This design comes from an exercise in tuning for small area, a short achievable clock period and few clock cycles per item on the open sky130 flow, not from production work. At most, simulation tests tie the RTL to the original design; equivalence was not proved. Function not checked in run 2: the RTL went through the layout flow alone.

`design/flow/flow/run.sh`:
```
#!/bin/bash
# The standard layout (the standard.sh, unchanged synthesis and steps), with the ports
# buffered by a plain buffer (sky130_fd_sc_hd__buf_1) instead of the delay cell buffer_ports
# picks by itself. Every tool's output goes to standard.log here; ORFS's own step logs are under
# orfs/logs/.
set -euo pipefail
export BUFFER_PORTS_ARGS="-buffer_cell sky130_fd_sc_hd__buf_1"
bash standard.sh > standard.log 2>&1
```
`design/flow/standard.sh`:
```
#!/bin/bash
# synth_recipe.tcl (not shown) runs the flow's synth.tcl, then flattens the netlist and writes it again
# the make line also repeats each setting of config.mk as NAME=value (left out here)
make -C /OpenROAD-flow-scripts/flow DESIGN_CONFIG=/design/flow/config.mk WORK_HOME=/design/flow/orfs CLKGATE_MAP_FILE= SYNTH_SCRIPT=/design/flow/synth_recipe.tcl "${@:-finish}"
```
`design/flow/config.mk`:
```
export PLATFORM = sky130hd
export DESIGN_NAME = congestion_window_controller
export DESIGN_NICKNAME = congestion_window_controller
export VERILOG_FILES = /design/flow/design.v
export SDC_FILE = /design/flow/constraint.sdc
export NUM_CORES = 4
export LEC_CHECK = 0
export CAP_MARGIN = 20
export CORE_MARGIN = 2
export CORE_UTILIZATION = 40
export SETUP_SLACK_MARGIN = 2.75
export SLEW_MARGIN = 20
```
`design/flow/constraint.sdc`:
```
create_clock -name core_clock -period 6.0 [get_ports {clk}]
set_input_delay 1.2000 -clock core_clock [delete_from_list [all_inputs] [get_ports {clk}]]
set_output_delay 1.2000 -clock core_clock [all_outputs]
set_load 0.01 [all_outputs]
```
`design/flow/design.v`:
```
`default_nettype none
package cwc_pkg;
  localparam int TIME_W    = 32;   
  localparam int REG_W     = 16;   
  localparam int WIN_W     = 32;   
  localparam int FRAC_W    = 16;
  localparam int QUO_W     = 17;   
  localparam int REP_W     = 19;   
  localparam int CHUNK_W   = 8;    
  localparam int CFG_IDX_W = 2;
  localparam logic [REG_W-1:0] RST_TIMEOUT_LIMIT = 16'd90;
  localparam logic [REG_W-1:0] RST_INIT_WINDOW   = 16'd13;
  localparam logic [REG_W-1:0] RST_INIT_THRESH   = 16'd1000;
  localparam logic [CFG_IDX_W-1:0] REG_TIMEOUT_LIMIT = 2'd0;
  localparam logic [CFG_IDX_W-1:0] REG_INIT_WINDOW   = 2'd1;
  localparam logic [CFG_IDX_W-1:0] REG_INIT_THRESH   = 2'd2;
  localparam logic [1:0] PH_IDLE  = 2'd0;   
  localparam logic [1:0] PH_START = 2'd1;   
  localparam logic [1:0] PH_DIV   = 2'd2;   
  localparam logic [1:0] PH_ADD   = 2'd3;   
endpackage
`default_nettype wire
`default_nettype none
import cwc_pkg::*;
module cwc_recip (
  input  wire logic              clk,
  input  wire logic              start,
  input  wire logic              start_next,
  input  wire logic              load,
  input  wire logic [WIN_W:0]    load_val,
  input  wire logic [WIN_W-1:0]  divisor,
  output logic                   done,
  output logic                   zero,
  output logic                   ge,       
  output logic      [WIN_W:0]    sum       
);
  localparam int M0 = FRAC_W / 2;    
  localparam int NP = WIN_W / 2;
  localparam int XW = WIN_W + 4;
  logic [WIN_W:0]   rem_r;     
  logic [QUO_W+1:0] q_r;       
  logic [NP-1:M0-1] above;     
  logic [NP-1:M0]   pair;      
  logic             low;
  logic [WIN_W:0]   oh;        
  logic [QUO_W+1:0] mark;      
  logic [XW-1:0]    x, a1, a3, w3, w3_r;
  logic [WIN_W+1:0] a2;
  logic             c1, c2, c3, last;
  logic [1:0]       dig;
  logic [WIN_W-1:0] rn;
  always_comb begin
    above[NP-1] = 1'b0;
    for (int m = NP - 2; m >= M0 - 1; m--)
      above[m] = above[m+1] | divisor[2*m+2] | divisor[2*m+3];
    for (int m = M0; m < NP; m++)
      pair[m] = (divisor[2*m] | divisor[2*m+1]) & !above[m];
    zero = !above[M0-1] && (divisor[FRAC_W-1:0] == '0);
    low  = !above[M0-1] && !zero;
    oh   = '0;
    for (int m = M0; m < NP; m++) begin
      oh[2*m+1] = oh[2*m+1] | (divisor[2*m+1] & !above[m]);
      oh[2*m-1] = oh[2*m-1] | (divisor[2*m] & !divisor[2*m+1] & !above[m]);
    end
    oh[2*M0-1]  = oh[2*M0-1] | low;
    oh[WIN_W-1] = oh[WIN_W-1] | zero;
    mark = '0;
    for (int j = 2*M0 - 1; j < WIN_W; j += 2) mark[j-(2*M0-1)] = oh[j];
    w3  = XW'(divisor) + XW'({divisor, 1'b0});
    x   = XW'({rem_r, 1'b0});
    a1  = (x | XW'(1)) + ~(XW'(divisor));
    a2  = {1'b0, rem_r} - {2'b00, divisor};
    a3  = x - w3_r;
    c1  = !a1[XW-1];
    c2  = !a2[WIN_W+1];
    c3  = !a3[XW-1];
    rn  = c3 ? a3[WIN_W-1:0] :
          c2 ? {a2[WIN_W-2:0], 1'b0} :
          c1 ? a1[WIN_W-1:0] : x[WIN_W-1:0];
    dig  = {c2, c3 | (c1 & !c2)};
    last = q_r[QUO_W-1];
  end
  always_ff @(posedge clk) begin
    w3_r <= (start || start_next) ? {1'b0, {(XW-1){1'b1}}} : w3;
    if (start) begin
      rem_r <= oh;
      q_r   <= zero ? {1'b1, {(QUO_W+1){1'b0}}} : mark;
    end else if (start_next) begin
      rem_r <= oh;
      q_r   <= mark;
    end else begin
      if (load)             rem_r <= load_val;
      else if (!q_r[QUO_W+1]) rem_r <= last ? ~((WIN_W+1)'({q_r[QUO_W-2:0], dig})) : {rn, 1'b0};
      if (!q_r[QUO_W+1]) q_r <= {q_r[QUO_W-1:0], dig};
    end
  end
  assign done = q_r[QUO_W+1];
  assign ge   = c2;
  assign sum  = ~a2[WIN_W:0];
endmodule
`default_nettype wire
`default_nettype none
import cwc_pkg::*;
module congestion_window_controller (
  input  wire logic                 clk,
  input  wire logic                 rst_n,
  input  wire logic                 in_tvalid,
  output logic                      in_tready,
  input  wire logic [63:0]          in_tdata,    
  output logic                      out_tvalid,
  input  wire logic                 out_tready,
  output logic      [15:0]          out_tdata,   
  output logic      [1:0]           out_tuser,   
  input  wire logic                 cfg_valid,
  output logic                      cfg_ready,
  input  wire logic [CFG_IDX_W-1:0] cfg_index,
  input  wire logic [REG_W-1:0]     cfg_data
);
  localparam logic [WIN_W-1:0] WIN_MAX = '1;
  localparam int NCHUNK = TIME_W / CHUNK_W;
  logic [WIN_W-1:0]  win_r;       
  logic [WIN_W-1:0]  thr_r;       
  logic [REG_W-1:0]  lim_r;       
  logic              avoid_r;     
  logic              sz_r;
  logic [REP_W-1:0]  rep_r;
  logic [1:0]        ph_r;
  logic [$clog2(NCHUNK)-1:0] ser_cnt_r;    
  logic [$clog2(NCHUNK)-1:0] ser_idx_r;    
  logic              ser_v_r;     
  logic [CHUNK_W-1:0] ser_rtt_r;
  logic              ser_done_r;  
  logic              ser_b1_r;    
  logic              ser_b2_r;    
  logic              cur_tout_r;  
  logic              out_v_r;
  logic              out_tout_r;
  logic              add_halve_r;  
  logic              add_go_r;     
  logic              rc_start, rc_next, rc_load, rc_done, rc_zero, rc_ge;
  logic [WIN_W:0]    rc_load_val;
  logic [WIN_W:0]    rc_sum;
  cwc_recip u_recip (
    .clk        (clk),
    .start      (rc_start),
    .start_next (rc_next),
    .load       (rc_load),
    .load_val   (rc_load_val),
    .divisor    (win_r),
    .done       (rc_done),
    .zero       (rc_zero),
    .ge         (rc_ge),
    .sum        (rc_sum)
  );
  logic [CHUNK_W-1:0] ser_a, ser_s, ser_l;
  logic [CHUNK_W+1:0] ser_r, ser_d;
  logic               tout;
  logic [REP_W-1:0]   rep_x, rep_sum;
  logic [REP_W:0]     rep_sum2;
  logic               rep_cin, rep_sat, rep_clear, halve, slow, win_gt_thr;
  logic [WIN_W-1:0]   win_sum_sat, win_other, win_d;
  logic               win_sel_sum;
  logic               eval, finish, fast, take, recip, to_add;
  always_comb begin
    ser_a    = in_tdata[TIME_W + CHUNK_W*ser_cnt_r +: CHUNK_W];
    ser_s    = in_tdata[CHUNK_W*ser_cnt_r +: CHUNK_W];
    ser_l    = (32'(ser_idx_r) < REG_W / CHUNK_W) ? lim_r[CHUNK_W*ser_idx_r[0] +: CHUNK_W] : '0;
    ser_r    = {1'b0, ser_a, 1'b0} - {1'b0, ser_s, ser_b1_r};
    ser_d    = {1'b0, ser_rtt_r, 1'b0} - {1'b0, ser_l, ser_b2_r};
    tout     = !ser_b2_r;
    eval     = (ph_r == PH_IDLE) && ser_done_r && !out_v_r;
    halve    = tout && sz_r;
    finish   = (ph_r == PH_DIV) && rc_done && !out_v_r;
    fast     = finish && ser_done_r && avoid_r && !halve;
    take     = eval || fast;
    win_gt_thr = !rc_ge;
    slow     = !tout && !avoid_r;
    recip    = avoid_r || (slow && win_gt_thr);
    to_add   = halve || (slow && !win_gt_thr);
    rc_start = (ph_r == PH_START);
    rc_next  = fast;
    rc_load  = (ph_r == PH_IDLE) || (ph_r == PH_ADD) || (finish && !fast);
    rc_load_val = (eval && to_add) ? ~((WIN_W+1)'(halve ? 2'd3 : 2'd2) << FRAC_W) :
                                     {1'b0, thr_r};
    win_sel_sum = finish || (ph_r == PH_ADD);
    win_sum_sat = rc_sum[WIN_W-1:0] |
                  {WIN_W{rc_sum[WIN_W] || (rc_zero && (ph_r == PH_DIV))}};
    if (cfg_valid && cfg_index == REG_INIT_WINDOW) win_other = WIN_W'(cfg_data) << FRAC_W;
    else if (eval && halve)                        win_other = win_r >> 1;
    else                                           win_other = win_r;
    win_d = win_sel_sum ? win_sum_sat : win_other;
    rep_sat   = !rep_r[REP_W-1] && rep_r[REP_W-2];
    if ((ph_r == PH_IDLE) && halve) begin
      rep_x   = ~(REP_W'(win_r[WIN_W-1:15]));
      rep_cin = ~|win_r[14:0];
    end else begin
      rep_x   = (sz_r && rep_sat) ? '0 : REP_W'(3);
      rep_cin = 1'b0;
    end
    rep_sum2  = {rep_r, 1'b1} + {rep_x, rep_cin};
    rep_sum   = rep_sum2[REP_W:1];
    rep_clear = !sz_r && !rep_r[REP_W-1];
  end
  assign in_tready = take;
  always_ff @(posedge clk) begin
    if (!rst_n) begin
      thr_r      <= WIN_W'(RST_INIT_THRESH) << FRAC_W;
      sz_r       <= 1'b1;
      rep_r      <= '0;
      lim_r      <= RST_TIMEOUT_LIMIT;
      avoid_r    <= 1'b0;
      ph_r       <= PH_IDLE;
      out_v_r    <= 1'b0;
      ser_cnt_r  <= '0;
      ser_v_r    <= 1'b0;
      ser_done_r <= 1'b0;
      ser_b1_r   <= 1'b0;
      ser_b2_r   <= 1'b0;
    end else begin
      if (take) begin
        ser_cnt_r  <= '0;
        ser_v_r    <= 1'b0;
        ser_done_r <= 1'b0;
        ser_b1_r   <= 1'b0;
        ser_b2_r   <= 1'b0;
      end else begin
        if (in_tvalid && !ser_done_r && !(ser_v_r && 32'(ser_idx_r) == NCHUNK - 1)) begin
          ser_cnt_r <= ser_cnt_r + 1'b1;
          ser_b1_r  <= ser_r[CHUNK_W+1];
          ser_v_r   <= 1'b1;
        end else begin
          ser_v_r   <= 1'b0;
        end
        if (ser_v_r) begin
          ser_b2_r   <= ser_d[CHUNK_W+1];
          ser_done_r <= (32'(ser_idx_r) == NCHUNK - 1);
        end
      end
      if (take && tout) begin
        if (halve) begin
          sz_r  <= (win_r == '0);
          rep_r <= rep_sum;
        end else if (rep_clear) begin
          sz_r  <= 1'b1;
          rep_r <= '0;
        end else begin
          rep_r <= rep_sum;
        end
      end else if (ph_r == PH_ADD && add_halve_r) begin
        rep_r <= rep_sum;
      end
      if (out_tready) out_v_r <= 1'b0;
      unique case (ph_r)
        PH_IDLE: begin
          if (eval) begin
            if (halve) begin
              avoid_r <= 1'b0;
              thr_r   <= win_r >> 1;
            end else if (slow && win_gt_thr) begin
              avoid_r <= 1'b1;
            end
            if (to_add)     ph_r <= PH_ADD;
            else if (recip) ph_r <= PH_START;
            else            out_v_r <= 1'b1;
          end
        end
        PH_ADD: begin
          if (add_go_r) ph_r <= PH_START;
          else begin
            ph_r    <= PH_IDLE;
            out_v_r <= 1'b1;
          end
        end
        PH_START: ph_r <= PH_DIV;
        PH_DIV: begin
          if (finish) begin
            out_v_r <= 1'b1;
            if (!fast) ph_r <= PH_IDLE;
          end
        end
        default: ph_r <= PH_IDLE;
      endcase
      if (cfg_valid) begin
        unique case (cfg_index)
          REG_TIMEOUT_LIMIT: lim_r <= cfg_data;
          REG_INIT_THRESH:   thr_r <= WIN_W'(cfg_data) << FRAC_W;
          default: ;
        endcase
      end
    end
  end
  always_ff @(posedge clk) begin
    if (!rst_n) win_r <= WIN_W'(RST_INIT_WINDOW) << FRAC_W;
    else        win_r <= win_d;
  end
  always_ff @(posedge clk) begin
    ser_rtt_r <= ser_r[CHUNK_W:1];
    ser_idx_r <= ser_cnt_r;
    if (take) cur_tout_r <= tout;
    if (eval && !to_add && !recip)             out_tout_r <= tout;
    else if (finish || (ph_r == PH_ADD && !add_go_r)) out_tout_r <= cur_tout_r;
    if (eval) begin
      add_halve_r <= halve;
      add_go_r    <= halve && avoid_r;
    end
  end
  assign cfg_ready  = 1'b1;
  assign out_tvalid = out_v_r;
  assign out_tdata  = win_r[WIN_W-1:FRAC_W];
  assign out_tuser  = {out_tout_r, avoid_r};
endmodule
`default_nettype wire
```
==> results of run 1 <==
-- synthesized netlist by cell type, drive strengths merged, types with 29 or more instances --
cell type	number	share of area [%]
nor2b	29	0.99
nand3	58	1.6
a21o	78	3.2
o211ai	41	1.7
buf	39	1.4
edfxtp	30	4.9
clkbuf	73	1.9
xor2	46	2.2
a21oi	214	5.9
nand2	272	5.6
a31oi	30	1.1
nor2	144	2.9
nor3	49	1.4
o21ai	152	4.2
xnor2	79	3.8
dfxtp	180	20
inv	129	2.6
ha	191	13
nand2b	32	1.1
-- what timing repair did --
item / CTS / global route
resized for setup: 136 / 216
gates cloned: 5 / 1
setup buffers: 35 / 74
pin swaps: 37 / 73
setup endpoints to repair: 106 / 106
-- stage by stage --
stage,setup WS [ns],std cells,hold WS [ns],instance area [um2],utilization [%]
2_1_floorplan,2.646,2297,0.3290,18390,-
3_3_place_gp,1.882,2913,0.4483,19110,42.11
3_5_place_dp,1.738,2913,0.4570,19120,42.13
4_1_cts,2.668,3003,0.4683,20980,46.24
5_1_grt,2.573,3078,0.4886,22430,49.42
6_report,2.657,3078,0.4640,22430,49.42
-- area by class of cell --
class	count	area share [%]
Clock inverter	12	0.5076
Tap cell	600	3.347
Timing Repair Buffer	240	7.146
Clock buffer	38	3.520
Multi-Input combinational cell	1849	62.50
Inverter	129	2.376
Sequential cell	210	20.61
-- path summary, 6_finish.rpt --
path / start / to / cells after the start
hold reg to reg: lim_r[2] / lim_r[2] / 2
setup reg to reg: u_recip.rem_r[0] / win_r[13] / 15
setup / recovery: u_recip.rem_r[0] / win_r[13] / 15
hold / removal: lim_r[2] / lim_r[2] / 2
-- kinds of logic (layout without fill, tap and decap cells) --
kind of cell             count (synthesis)  in the layout
XOR/XNOR                               125            125
multiplexers                            32             32
AO/OA/AOI/OAI                          784            788
AND/OR/NAND/NOR                        706            706
adder cells (fa/ha/maj)                197            197
other                                    1              1
buffers and inverters                  242            419
flip-flops                             210            210
-- critical path, cell delays in order (launching register included) --
cell      delay, ns
dfxtp_4        0.36
inv_4          0.07
ha_2           0.18
inv_1          0.06
fa_2           0.37
a21o_4         0.23
a32oi_4        0.21
a21oi_4        0.12
a211oi_4       0.33
o221ai_2       0.16
a21o_1         0.23
buf_6          0.14
o311a_4        0.40
buf_6          0.16
buf_4          0.14
a21oi_1        0.12
-- routing by layer --
layer / vias up / GRT usage [%]
met4: 0 / 8.798
met2: 968 / 45.18
met3: 165 / 4.509
met5: - / 0
li1: 8736 / -
met1: 9090 / 38.92
-- sequential cells by signal, indices dropped and copies added (netlist names), 2 cells and up --
name / cells
u_recip.q_r: 18
u_recip.rem_r: 33
win_r: 32
u_recip.w3_r: 35
lim_r: 16
ser_rtt_r: 8
ser_cnt_r: 2
ser_idx_r: 2
ph_r: 2
rep_r: 19
thr_r: 32
==> flow_summary.ini, run 1 <==
[synthesis]
synth_ff_type = dfxtp_1
syn_area_um2 = 18380
synth_edf_count = 30
synthArstFlopShare_pct = 0
synth_top_family_by_area = compound AO/OA/AOI/OAI gates
synth_xor_area_share_pct = 5.956
yosys_warnings = 2
synth.net_count = 2581
synth-seq-area-share_pct = 24.51
synthAdderAreaFrac_pct = 13.66
synth_cells = 2297
synth_cell_types = 106
synth-compound-area-share_pct = 29.02
synth_area_per_cell_um2 = 8.002
synth.area.mux_share_pct = 2.832
ys_ff_latch = 210
synth-simple-area-share_pct = 18.01

[hold_path]
hp-class = reg2reg

[route]
wl_met3_um = 7230
ant_nets = 0
viasPerCell = 6.160
first_iter_violations = 2115
wl_met1_um = 29430
dr_wl_met2_um = 31490
dr.pass1.iters = 8
wl_um = 70630
top_layer_used = met4
wire_per_inst_um = 22.95
via_count = 18960
drc = 0

[finish]
diodes = 0
drive_above_1_share_pct = 20.26
multiInputGateArea_um2 = 14020
final_nets = 2741
final_cell_mix = nand2_1, a21oi_1, ha_1
ff_latch_area_um2 = 4622
final_common_cell = nand2_1
num-fill-cells = 4318
syn2layout_area_growth_pct = 22.03

[clock_network]
root_buffer = clkbuf_16
cts_buffers = 27
cts_tree = yes
cts_num_sinks = 210
htree_num_levels = 1
path_clk_slew_ns = 0.06
clk_latency_ns = 0.58
cts_hold_buf = 0
clockBufferDepth = 3

[timing]
rsz0062_at_grt = yes
max_slew_margin_pct = 25.33
finalMaxSlewViolations = 0
finalHoldViolCount = 0
min_period_over_period_pct = 55.72
max_freq_ghz = 0.2991
fin_skew_ns = 0.03812
worst_pin_slew_ns = 1.120
setup_viol = 0
setup_tns_ns = 0
min_period_ns = 3.343

[flow_run]
max_cap_viol_count = 0

[global_route]
grt_antenna_before_repair = 0
grt_start_max_net_pins = 77
grt_pass1_wl_um = 104900
grt_usage_pct = 28.28
grt_pass1_vias = 17740
grt-ovfl-total = 0

[critical_path]
cp-start-kind = flop
required_ns = 6.50
worstSetupPathType = reg2reg
end_kind = flop
cp_max_fo = 7
critPathArrivalTime_ns = 3.85
r2r_slack_ns = 2.66

[floorplanning]
die_area_um2 = 47680
rows = 78
die_w_um = 218.4
initial_core_util_pct = 40.50
die_h_um = 218.4
ioPinCount = 108
core_area_um2 = 45380

[status]
status = timing/DRC/antenna clean

[place]
port-buffer-count = 106
post-dp-hpwl_um = 51640
place_congestion = 0.9692
Testbench counts, summed over its fixed seeds: cycles 76,194, items 9,378.
==> run 2, diff against run 1 <==
--- a/design/flow/design.v
+++ b/design/flow/design.v
@@ -126,9 +126,6 @@
   logic [REP_W-1:0]  rep_r;
   logic [1:0]        ph_r;
   logic [$clog2(NCHUNK)-1:0] ser_cnt_r;    
-  logic [$clog2(NCHUNK)-1:0] ser_idx_r;    
-  logic              ser_v_r;     
-  logic [CHUNK_W-1:0] ser_rtt_r;
   logic              ser_done_r;  
   logic              ser_b1_r;    
   logic              ser_b2_r;    
@@ -164,9 +161,9 @@
   always_comb begin
     ser_a    = in_tdata[TIME_W + CHUNK_W*ser_cnt_r +: CHUNK_W];
     ser_s    = in_tdata[CHUNK_W*ser_cnt_r +: CHUNK_W];
-    ser_l    = (32'(ser_idx_r) < REG_W / CHUNK_W) ? lim_r[CHUNK_W*ser_idx_r[0] +: CHUNK_W] : '0;
+    ser_l    = (32'(ser_cnt_r) < REG_W / CHUNK_W) ? lim_r[CHUNK_W*ser_cnt_r[0] +: CHUNK_W] : '0;
     ser_r    = {1'b0, ser_a, 1'b0} - {1'b0, ser_s, ser_b1_r};
-    ser_d    = {1'b0, ser_rtt_r, 1'b0} - {1'b0, ser_l, ser_b2_r};
+    ser_d    = {1'b0, ser_r[CHUNK_W:1], 1'b0} - {1'b0, ser_l, ser_b2_r};
     tout     = !ser_b2_r;
     eval     = (ph_r == PH_IDLE) && ser_done_r && !out_v_r;
     halve    = tout && sz_r;
@@ -212,29 +209,20 @@
       ph_r       <= PH_IDLE;
       out_v_r    <= 1'b0;
       ser_cnt_r  <= '0;
-      ser_v_r    <= 1'b0;
       ser_done_r <= 1'b0;
       ser_b1_r   <= 1'b0;
       ser_b2_r   <= 1'b0;
     end else begin
       if (take) begin
         ser_cnt_r  <= '0;
-        ser_v_r    <= 1'b0;
         ser_done_r <= 1'b0;
         ser_b1_r   <= 1'b0;
         ser_b2_r   <= 1'b0;
-      end else begin
-        if (in_tvalid && !ser_done_r && !(ser_v_r && 32'(ser_idx_r) == NCHUNK - 1)) begin
-          ser_cnt_r <= ser_cnt_r + 1'b1;
-          ser_b1_r  <= ser_r[CHUNK_W+1];
-          ser_v_r   <= 1'b1;
-        end else begin
-          ser_v_r   <= 1'b0;
-        end
-        if (ser_v_r) begin
-          ser_b2_r   <= ser_d[CHUNK_W+1];
-          ser_done_r <= (32'(ser_idx_r) == NCHUNK - 1);
-        end
+      end else if (in_tvalid && !ser_done_r) begin
+        ser_cnt_r  <= ser_cnt_r + 1'b1;
+        ser_done_r <= (32'(ser_cnt_r) == NCHUNK - 1);
+        ser_b1_r   <= ser_r[CHUNK_W+1];
+        ser_b2_r   <= ser_d[CHUNK_W+1];
       end
       if (take && tout) begin
         if (halve) begin
@@ -294,8 +282,6 @@
     else        win_r <= win_d;
   end
   always_ff @(posedge clk) begin
-    ser_rtt_r <= ser_r[CHUNK_W:1];
-    ser_idx_r <= ser_cnt_r;
     if (take) cur_tout_r <= tout;
     if (eval && !to_add && !recip)             out_tout_r <= tout;
     else if (finish || (ph_r == PH_ADD && !add_go_r)) out_tout_r <= cur_tout_r;
==> design/flow/flow/run.sh (replaced) <==
#!/bin/bash
# The standard layout (the standard.sh, unchanged synthesis and steps), with the ports
# buffered by a plain buffer (sky130_fd_sc_hd__buf_2) instead of the delay cell buffer_ports
# picks by itself. Every tool's output goes to standard.log here; ORFS's own step logs are under
# orfs/logs/.
set -euo pipefail
export BUFFER_PORTS_ARGS="-buffer_cell sky130_fd_sc_hd__buf_2"
bash standard.sh > standard.log 2>&1
--- a/design/flow/config.mk
+++ b/design/flow/config.mk
@@ -8,5 +8,5 @@
 export CAP_MARGIN = 20
 export CORE_MARGIN = 2
 export CORE_UTILIZATION = 40
-export SETUP_SLACK_MARGIN = 2.75
+export SETUP_SLACK_MARGIN = 2.5
 export SLEW_MARGIN = 20
==> run 2 against run 1 <==
  * Still clean on timing, DRC and antenna
  * Final area is 6.5% lower
  * Worst setup slack got worse by 0.33 ns
  * First-iteration DRC count increased by 16%
  * Sequential share of layout area grew 0.21 points
  * Critical path depth down 2
  * Worst hold slack lost 0.0044 ns
  * Count of clock-buffer cells in the layout down 16
  * Utilization decreased by 2.2 points
  * Global-route usage is 1.1 points higher
  * Critical endpoint is now u_recip.rem_r[15]
==> flow_summary.ini, run 2 <==
[timing]
rsz0062_at_grt = yes
finalHoldViolCount = 0
setup_viol = 0
min_period_ns = 3.670
setup_ws_ns = 2.330
max_slew_margin_pct = 26.23
min_period_over_period_pct = 61.17
holdWs_ns = 0.4596
fin_skew_ns = 0.01949
setup_tns_ns = 0
max_freq_ghz = 0.2725
worst_pin_slew_ns = 1.102
finalMaxSlewViolations = 0

[critical_path]
cp_slowest_cell = dfxtp_2
reg2reg_depth = 13
worstSetupPathType = reg2reg
end_kind = flop
required_ns = 6.23
critPathBufInv = 3
critPathArrivalTime_ns = 3.90
cp_top_family = compound AO/OA/AOI/OAI gates
crit_cells = 13
r2r_slack_ns = 2.33
crit_chain = inv_1 -> ha_1 -> nand2_1 -> o21ai_0 -> o41ai_2 -> buf_4 -> nand3_1 -> o221ai_2 -> nor2_1 -> buf_4 -> o311ai_1 -> o31a_1 -> o21ai_0
cp-start-kind = flop
cp_max_fo = 20
slowest_delay_ns = 0.53

[global_route]
grt_start_max_net_pins = 93
grt_usage_pct = 29.34
grt_pass1_vias = 17330
grt-ovfl-total = 0
grt_antenna_before_repair = 2
grt_pass1_wl_um = 105600

[route]
drc = 0
viasPerCell = 6.226
ant_nets = 0
first_iter_violations = 2454
wire_per_inst_um = 23.56
dr.pass1.iters = 6
wl_um = 71300
via_count = 18850

[finish]
syn2layout_area_growth_pct = 15.91
top_register = u_recip.w3_r
diodes = 0
final_design_area_no_fill_um2 = 20970
final_common_cell = nand2_1
post-route-util_pct = 47.22
final_nets = 2707
largest_register_ffs = 35
drive_above_1_share_pct = 18.23
final_cell_mix = nand2_1, a21oi_1, o21ai_0
reg_top3 = u_recip.w3_r (35), u_recip.rem_r (33)

[status]
status = timing/DRC/antenna clean

[clock_network]
clockBufferDepth = 2
cts_hold_buf = 0
htree_num_levels = 4
cts_num_sinks = 199
cts_tree = yes
cts_buffers = 17
path_clk_slew_ns = 0.08
root_buffer = clkbuf_16
clk_latency_ns = 0.49

[synthesis]
synth.net_count = 2623
ys_ff_latch = 199
yosysTopAreaCell = dfxtp_1
synth.top_cell.area_share_pct = 18.70
synthArstFlopShare_pct = 0
synth_ff_type = dfxtp_1
ys_top_cells_by_area = dfxtp_1, ha_1, nand2_1
synth_area_per_cell_um2 = 7.738
synth_cells = 2338
syn_area_um2 = 18090
synth.most_common_cell = nand2_1
synth_common_cells = nand2_1, a21oi_1, ha_1
synth_cell_types = 88
synth_edf_count = 30
yosys_warnings = 2
synth-seq-area-share_pct = 23.68

[floorplanning]
die_h_um = 216.7
die_w_um = 216.7
core_area_um2 = 44410
initial_core_util_pct = 40.74
rows = 77
ioPinCount = 108
die_area_um2 = 46950

[place]
place_congestion = 1.001
placed_cell_area_um2 = 19080
post-dp-hpwl_um = 53650
place_ws_ns = 1.792
port-buffer-count = 106

[hold_path]
hp-class = reg2reg
holdPathStages = 2

[flow_run]
max_cap_viol_count = 0
[run 2: changes by cell type after synthesis, moves of 11 or more]
| cell | previous run | this run |
|---|---|---|
| o21ai_0 | 145 | 187 |
| clkbuf_1 | 64 | 83 |
| a31oi_1 | 29 | 45 |
| a21o_1 | 75 | 62 |
| dfxtp_1 | 180 | 169 |
| nand2_1 | 271 | 282 |
[run 2: per-layer routing]
metal  track usage, %  up-vias  wire length [um]
met2            43.44      900             29950
met1            42.57     9108             31700
met5                0        -                11
met3            6.232      122              7719
met4            8.402        2              1922
li1                 -     8715                 -
[run 2: cells by family after synthesis]
kind of cell | Yosys count | share of synthesized area, %
and+or+nand+nor | 730 | 18.95
DFF | 199 | 23.68
muxes | 34 | 2.988
AOI/OAI and AO/OA | 797 | 28.64
other | 1 | 0.02073
xor gates and xnor gates | 123 | 5.954
adders and majority gates | 198 | 13.94
buffers and inverters | 256 | 5.830
[run 2: layout make-up]
type                            count  area [um2]
Sequential cell                   199        4365
Timing Repair Buffer              189        1255
Inverter                          130       500.5
Clock buffer                       22       496.7
Tap cell                          592       740.7
Clock inverter                     10       80.08
Multi-Input combinational cell   1885       13530
Fill cell                        4360       23440
[run 2: final timing paths]
kind,start,endpoint
hold / removal,thr_r[0],thr_r[0]
hold reg to reg,thr_r[0],thr_r[0]
setup / recovery,win_r[28],u_recip.rem_r[15]
setup reg to reg,win_r[28],u_recip.rem_r[15]
[run 2: metrics by stage]
| step | std cells |
|---|---|
| floorplan | 2338 |
| global placement | 2941 |
| detailed placement | 2941 |
| CTS | 3001 |
| global route | 3027 |
| finish | 3027 |
[run 2: timing repair]
action                     in CTS  in global routing
setup buffers                  26                 23
pin swaps                      21                 43
gates resized for setup        93                126
setup endpoints to repair      96                 65
gates cloned                    2                  3
[run 2: worst register-to-register path, delay by kind of cell, from the launching register on]
kind                     cells  cell delay [ns]
adder cells (fa/ha/maj)      1             0.40
AO/OA/AOI/OAI                6             1.50
flip-flops                   1             0.53
buffers and inverters        3             0.67
AND/OR/NAND/NOR              3             0.33

-- what the ideal ports hide --
The flow's constraints put no driver on any port. The routed layouts listed below were extracted and timed again, unchanged, in two steps.
Step 1 assumes that a clkbuf_16 drives the clock port and a buf_2 every other input.
Step 2 moves the port delays by t, midway between the first and last clock arrival at a register: inputs arrive t later, outputs are due t later. That takes back most of the time a late clock gives input paths.
Three values: ideal ports, drivers, drivers and shift; two values: the first two.
run | shift t [ns] | setup WS [ns] | clock arrival spread, ns
run 1 | 0.622 | 2.657 / 2.657 / 2.282 | 0.038 / 0.038
run 2 | 0.535 | 2.330 / 2.330 / 1.841 | 0.020 / 0.020
After both steps every run listed still meets setup and hold. The setup slack of run 2, which loses most, moves by 0.000 ns with the drivers and by -0.489 ns with both steps.
